This is an optimization exercise on Yosys and OpenROAD, whose aim is small area, a short achievable clock period and few clock cycles per item, not a production implementation.
Function was checked by simulation only, so behaviour that the tests miss may differ from the original.
Power and IR drop assume default switching activity.

old:
==> flow/design.v <==
`timescale 1ns / 1ps
package lcdpsw_pkg;
    localparam int BYTE_W        = 8;
    localparam int BIT_SEL_W     = 3;
    localparam int ROWS_PER_BANK = 8;
    localparam int CFG_INDEX_W   = 2;
    localparam logic [CFG_INDEX_W-1:0] REG_COLUMN_CMD_BASE = 2'd0;
    localparam logic [CFG_INDEX_W-1:0] REG_BANK_CMD_BASE   = 2'd1;
    localparam logic [BYTE_W-1:0] COLUMN_CMD_BASE_RESET = 8'd128;
    localparam logic [BYTE_W-1:0] BANK_CMD_BASE_RESET   = 8'd64;
    typedef struct packed {
        logic [BYTE_W-1:0] column_cmd_base;
        logic [BYTE_W-1:0] bank_cmd_base;
    } cfg_t;
    typedef struct packed {
        logic clearing;
    } back_status_t;
    typedef enum logic [2:0] {
        B_CLEAR,
        B_IDLE,
        B_MERGE,
        B_COL,
        B_BANK,
        B_DATA
    } back_state_t;
endpackage
`timescale 1ns / 1ps
/*verilator lint_off IMPORTSTAR*/
import lcdpsw_pkg::*;
/*verilator lint_on IMPORTSTAR*/
module lcd_pixel_shadow_writer_unit
#(
    parameter int COLUMNS = 84,
    parameter int ROWS    = 48
) (
    input  logic                   clk,
    input  logic                   rst_n,
    input  logic                   pixel_valid,
    output logic                   pixel_ready,
    input  logic [BYTE_W-1:0]      pixel_x,
    input  logic [BYTE_W-1:0]      pixel_y,
    output logic                   lcd_valid,
    input  logic                   lcd_ready,
    output logic [BYTE_W-1:0]      lcd_byte,
    output logic                   lcd_is_data,
    output logic                   lcd_last,
    output logic                   lcd_rejected,
    input  logic                   cfg_we,
    input  logic [CFG_INDEX_W-1:0] cfg_index,
    input  logic [BYTE_W-1:0]      cfg_data
);
    localparam int BANKS = (ROWS + ROWS_PER_BANK - 1) / ROWS_PER_BANK;    
    localparam int DEPTH = COLUMNS * BANKS;                                
    localparam int HI_N  = (COLUMNS + 15) / 16;                            
    lcdpsw_pkg::cfg_t cfg_reg;
    always_ff @(posedge clk or negedge rst_n)
    begin
        if (!rst_n)
        begin
            cfg_reg.column_cmd_base <= COLUMN_CMD_BASE_RESET;
            cfg_reg.bank_cmd_base   <= BANK_CMD_BASE_RESET;
        end
        else if (cfg_we)
        begin
            if (cfg_index == REG_COLUMN_CMD_BASE)
                cfg_reg.column_cmd_base <= cfg_data;
            if (cfg_index == REG_BANK_CMD_BASE)
                cfg_reg.bank_cmd_base <= cfg_data;
        end
    end
    typedef struct packed {
        logic       rej;
        logic [6:0] x;
        logic [5:0] y;
    } raw_t;
    raw_t             in_raw;
    raw_t             sk_raw;
    raw_t             s1_src;
    logic             sk_valid;
    logic             s1_valid;
    logic             s1_rej;
    logic [6:0]       s1_x;
    logic [2:0]       s1_bank;
    logic [HI_N-1:0]  s1_hi;         
    logic [15:0]      s1_lo;         
    logic [BANKS-1:0] s1_bk;         
    logic             s1_we;         
    logic [7:0]       s1_bt;         
    logic             s1_wr;         
    logic             clr_q;         
    logic [BANKS-1:0][7:0] slice_q;
    logic [7:0]       merged;
    logic [BANKS-1:0][7:0] wcol;
    logic             h_valid;       
    logic             h_rej;
    logic [6:0]       h_x;
    logic [2:0]       h_bank;
    logic [7:0]       h_data;
    logic             s2_valid;
    logic             s2_rej;
    logic [6:0]       s2_x;
    logic [2:0]       s2_bank;
    logic [7:0]       s2_data;
    logic [1:0]       s2_phase;
    logic             out_valid;
    logic [7:0]       out_byte;
    logic             out_is_data;
    logic             out_last;
    logic             out_rejected;
    logic             ready_q;
    logic             init_q;        
    logic             load_ok;
    logic             s2_last;
    logic             s2_free;
    logic             s1_done;
    logic             adv;
    logic             s1_to_s2;
    logic             h_to_s2;
    logic             s1_free;
    logic             acc;
    logic             s1_load;
    logic             sk_take_in;
    assign pixel_ready  = ready_q;
    assign lcd_valid    = out_valid;
    assign lcd_byte     = out_byte;
    assign lcd_is_data  = out_is_data;
    assign lcd_last     = out_last;
    assign lcd_rejected = out_rejected;
    assign in_raw.rej = !((pixel_x < BYTE_W'(COLUMNS)) && (pixel_y < BYTE_W'(ROWS)));
    assign in_raw.x   = pixel_x[6:0];
    assign in_raw.y   = pixel_y[5:0];
    assign s1_src     = sk_valid ? sk_raw : in_raw;
    assign load_ok    = !out_valid || lcd_ready;
    assign s2_last    = s2_rej || (s2_phase == 2'd2);
    assign s2_free    = !s2_valid || (s2_last && load_ok);
    assign s1_done    = s1_rej || s1_wr;
    assign adv        = s1_valid && s1_done && (!h_valid || s2_free);
    assign s1_to_s2   = adv && s2_free && !h_valid;
    assign h_to_s2    = h_valid && s2_free;
    assign s1_free    = !s1_valid || adv;
    assign acc        = pixel_valid && init_q && !sk_valid;
    assign s1_load    = s1_free && (sk_valid || acc);
    assign sk_take_in = acc && !s1_free;
    logic [7:0]       mem_q [DEPTH];
    logic [COLUMNS-1:0] col;
    logic [BANKS-1:0][7:0] slice;
    logic [7:0]       rd;
    always_comb
    begin
        for (int c = 0; c < COLUMNS; c++)
            col[c] = s1_hi[c / 16] && s1_lo[c % 16];
        for (int b = 0; b < BANKS; b++)
        begin
            slice[b] = '0;
            for (int c = 0; c < COLUMNS; c++)
                slice[b] = slice[b] | (mem_q[c*BANKS + b] & {8{col[c]}});
        end
        rd = '0;
        for (int b = 0; b < BANKS; b++)
            rd = rd | (slice_q[b] & {8{s1_bk[b]}});
    end
    assign merged = rd | s1_bt;
    always_comb
    begin
        for (int b = 0; b < BANKS; b++)
            wcol[b] = clr_q ? 8'h00 : (s1_bk[b] ? merged : slice_q[b]);
    end
    always_ff @(posedge clk)
    begin
        slice_q <= slice;
    end
    always_ff @(posedge clk)
    begin
        for (int c = 0; c < COLUMNS; c++)
            for (int b = 0; b < BANKS; b++)
                if (col[c] && s1_we)
                    mem_q[c*BANKS + b] <= wcol[b];
    end
    always_ff @(posedge clk or negedge rst_n)
    begin
        if (!rst_n)
        begin
            sk_valid  <= 1'b0;
            s1_valid  <= 1'b0;
            h_valid   <= 1'b0;
            s2_valid  <= 1'b0;
            s2_phase  <= 2'd0;
            out_valid <= 1'b0;
            ready_q   <= 1'b0;    
            init_q    <= 1'b0;
            s1_hi     <= '1;
            s1_lo     <= '1;
            s1_we     <= 1'b1;
            clr_q     <= 1'b1;
        end
        else
        begin
            sk_valid <= sk_take_in || (sk_valid && !s1_free);
            ready_q  <= !(sk_take_in || (sk_valid && !s1_free));
            init_q   <= 1'b1;
            s1_valid <= s1_load || (s1_valid && !adv);
            if (s1_load)
            begin
                for (int i = 0; i < HI_N; i++)
                    s1_hi[i] <= (s1_src.x[6:4] == 3'(i));
                for (int i = 0; i < 16; i++)
                    s1_lo[i] <= (s1_src.x[3:0] == 4'(i));
                s1_we  <= 1'b0;
            end
            else if (s1_valid && !s1_rej && !s1_wr)
                s1_we  <= 1'b1;
            else if (clr_q)
                s1_we  <= 1'b0;
            clr_q <= 1'b0;
            h_valid <= (adv && (h_valid || !s2_free)) || (h_valid && !s2_free);
            if (s1_to_s2 || h_to_s2)
                s2_valid <= 1'b1;
            else if (s2_free)
                s2_valid <= 1'b0;
            if (s1_to_s2 || h_to_s2)
                s2_phase <= 2'd0;
            else if (s2_valid && load_ok)
                s2_phase <= s2_phase + 2'd1;
            if (load_ok)
                out_valid <= s2_valid;
        end
    end
    always_ff @(posedge clk)
    begin
        if (sk_take_in)
            sk_raw <= in_raw;
        if (s1_load)
        begin
            s1_rej  <= s1_src.rej;
            s1_x    <= s1_src.x;
            s1_bank <= s1_src.y[5:3];
            for (int i = 0; i < BANKS; i++)
                s1_bk[i] <= !s1_src.rej && (s1_src.y[5:3] == 3'(i));
            for (int i = 0; i < 8; i++)
                s1_bt[i] <= (s1_src.y[2:0] == 3'(i));
            s1_wr   <= 1'b0;
        end
        else if (s1_valid)
            s1_wr   <= 1'b1;
        if (adv && (h_valid || !s2_free))
        begin
            h_rej  <= s1_rej;
            h_x    <= s1_x;
            h_bank <= s1_bank;
            h_data <= merged;
        end
        if (h_to_s2)
        begin
            s2_rej  <= h_rej;
            s2_x    <= h_x;
            s2_bank <= h_bank;
            s2_data <= h_data;
        end
        else if (s1_to_s2)
        begin
            s2_rej  <= s1_rej;
            s2_x    <= s1_x;
            s2_bank <= s1_bank;
            s2_data <= merged;
        end
        if (load_ok && s2_valid)
        begin
            out_rejected <= s2_rej;
            if (s2_rej)
            begin
                out_byte    <= 8'h00;
                out_is_data <= 1'b0;
                out_last    <= 1'b1;
            end
            else
            begin
                case (s2_phase)
                    2'd0:    out_byte <= cfg_reg.column_cmd_base | {1'b0, s2_x};
                    2'd1:    out_byte <= cfg_reg.bank_cmd_base | {5'b0, s2_bank};
                    default: out_byte <= s2_data;
                endcase
                out_is_data <= (s2_phase == 2'd2);
                out_last    <= (s2_phase == 2'd2);
            end
        end
    end
endmodule
Settings: LEC_CHECK=0, ABC_CLOCK_PERIOD_IN_PS=3000, CAP_MARGIN=20, CORE_MARGIN=2, CORE_UTILIZATION=35, CTS_CLUSTER_DIAMETER=70, CTS_CLUSTER_SIZE=25, PLACE_DENSITY=0.4, SLEW_MARGIN=20; clock period 8.0 ns.
run.sh (not shown) runs the stock make flow with config.mk's settings and CLKGATE_MAP_FILE= SYNTH_SCRIPT=/design/flow/synth_recipe.tcl, a recipe that flattens the netlist after the stock synthesis.
Testbench counts of old, summed over its fixed seeds: cycles 23,326, items 8,000.
## Diff of input files: new against old
Settings: changing CORE_UTILIZATION from 35 to 45; setting SETUP_SLACK_MARGIN to 4 for the first time; changing PLACE_DENSITY from 0.4 to 0.5.
Results
- new finished every stage and its layout cleared the timing, DRC and antenna checks.
- Compared with old, in new via count rose by 1,595; worst setup slack rose by 0.077 ns; net switching fraction of the power fell by 0.70 points; combinational logic power fell by about 3%; initial antenna violation count fell by 20.
- Going from old to new, maximum frequency from static timing analysis climbed 1.8%; die footprint moved down; post-CTS setup buffer count about even; met3 track demand over resource in global routing now larger.
- The final instance area in new was lower than what old gave.

==> afterwards: timing with drivers on the ports <==
The results above use ideal ports. As a check the final layouts listed here were re-extracted and re-timed, cells and wires unchanged. Step 1: set_driving_cell puts a clkbuf_16 on clk and a buf_2 on each other input, an assumption about the parent block. Step 2 times the ports against the registers' clock, not the clock port: input delays grow and output delays shrink by t, the midpoint of the rising clock arrivals with the driver on. Three values: no drivers, after step 1, after step 2; two values: the first two.
run	shift t [ns]	setup WS [ns]	worst data-port slew with drivers (ns)
old	1.090	3.658 / 3.658 / 3.560	0.07
new	1.112	3.735 / 3.735 / 3.735	0.06
After both steps setup and hold are still met in every run listed. The setup slack of old, which loses most, moves by 0.000 ns with the drivers and by -0.098 ns with both steps.
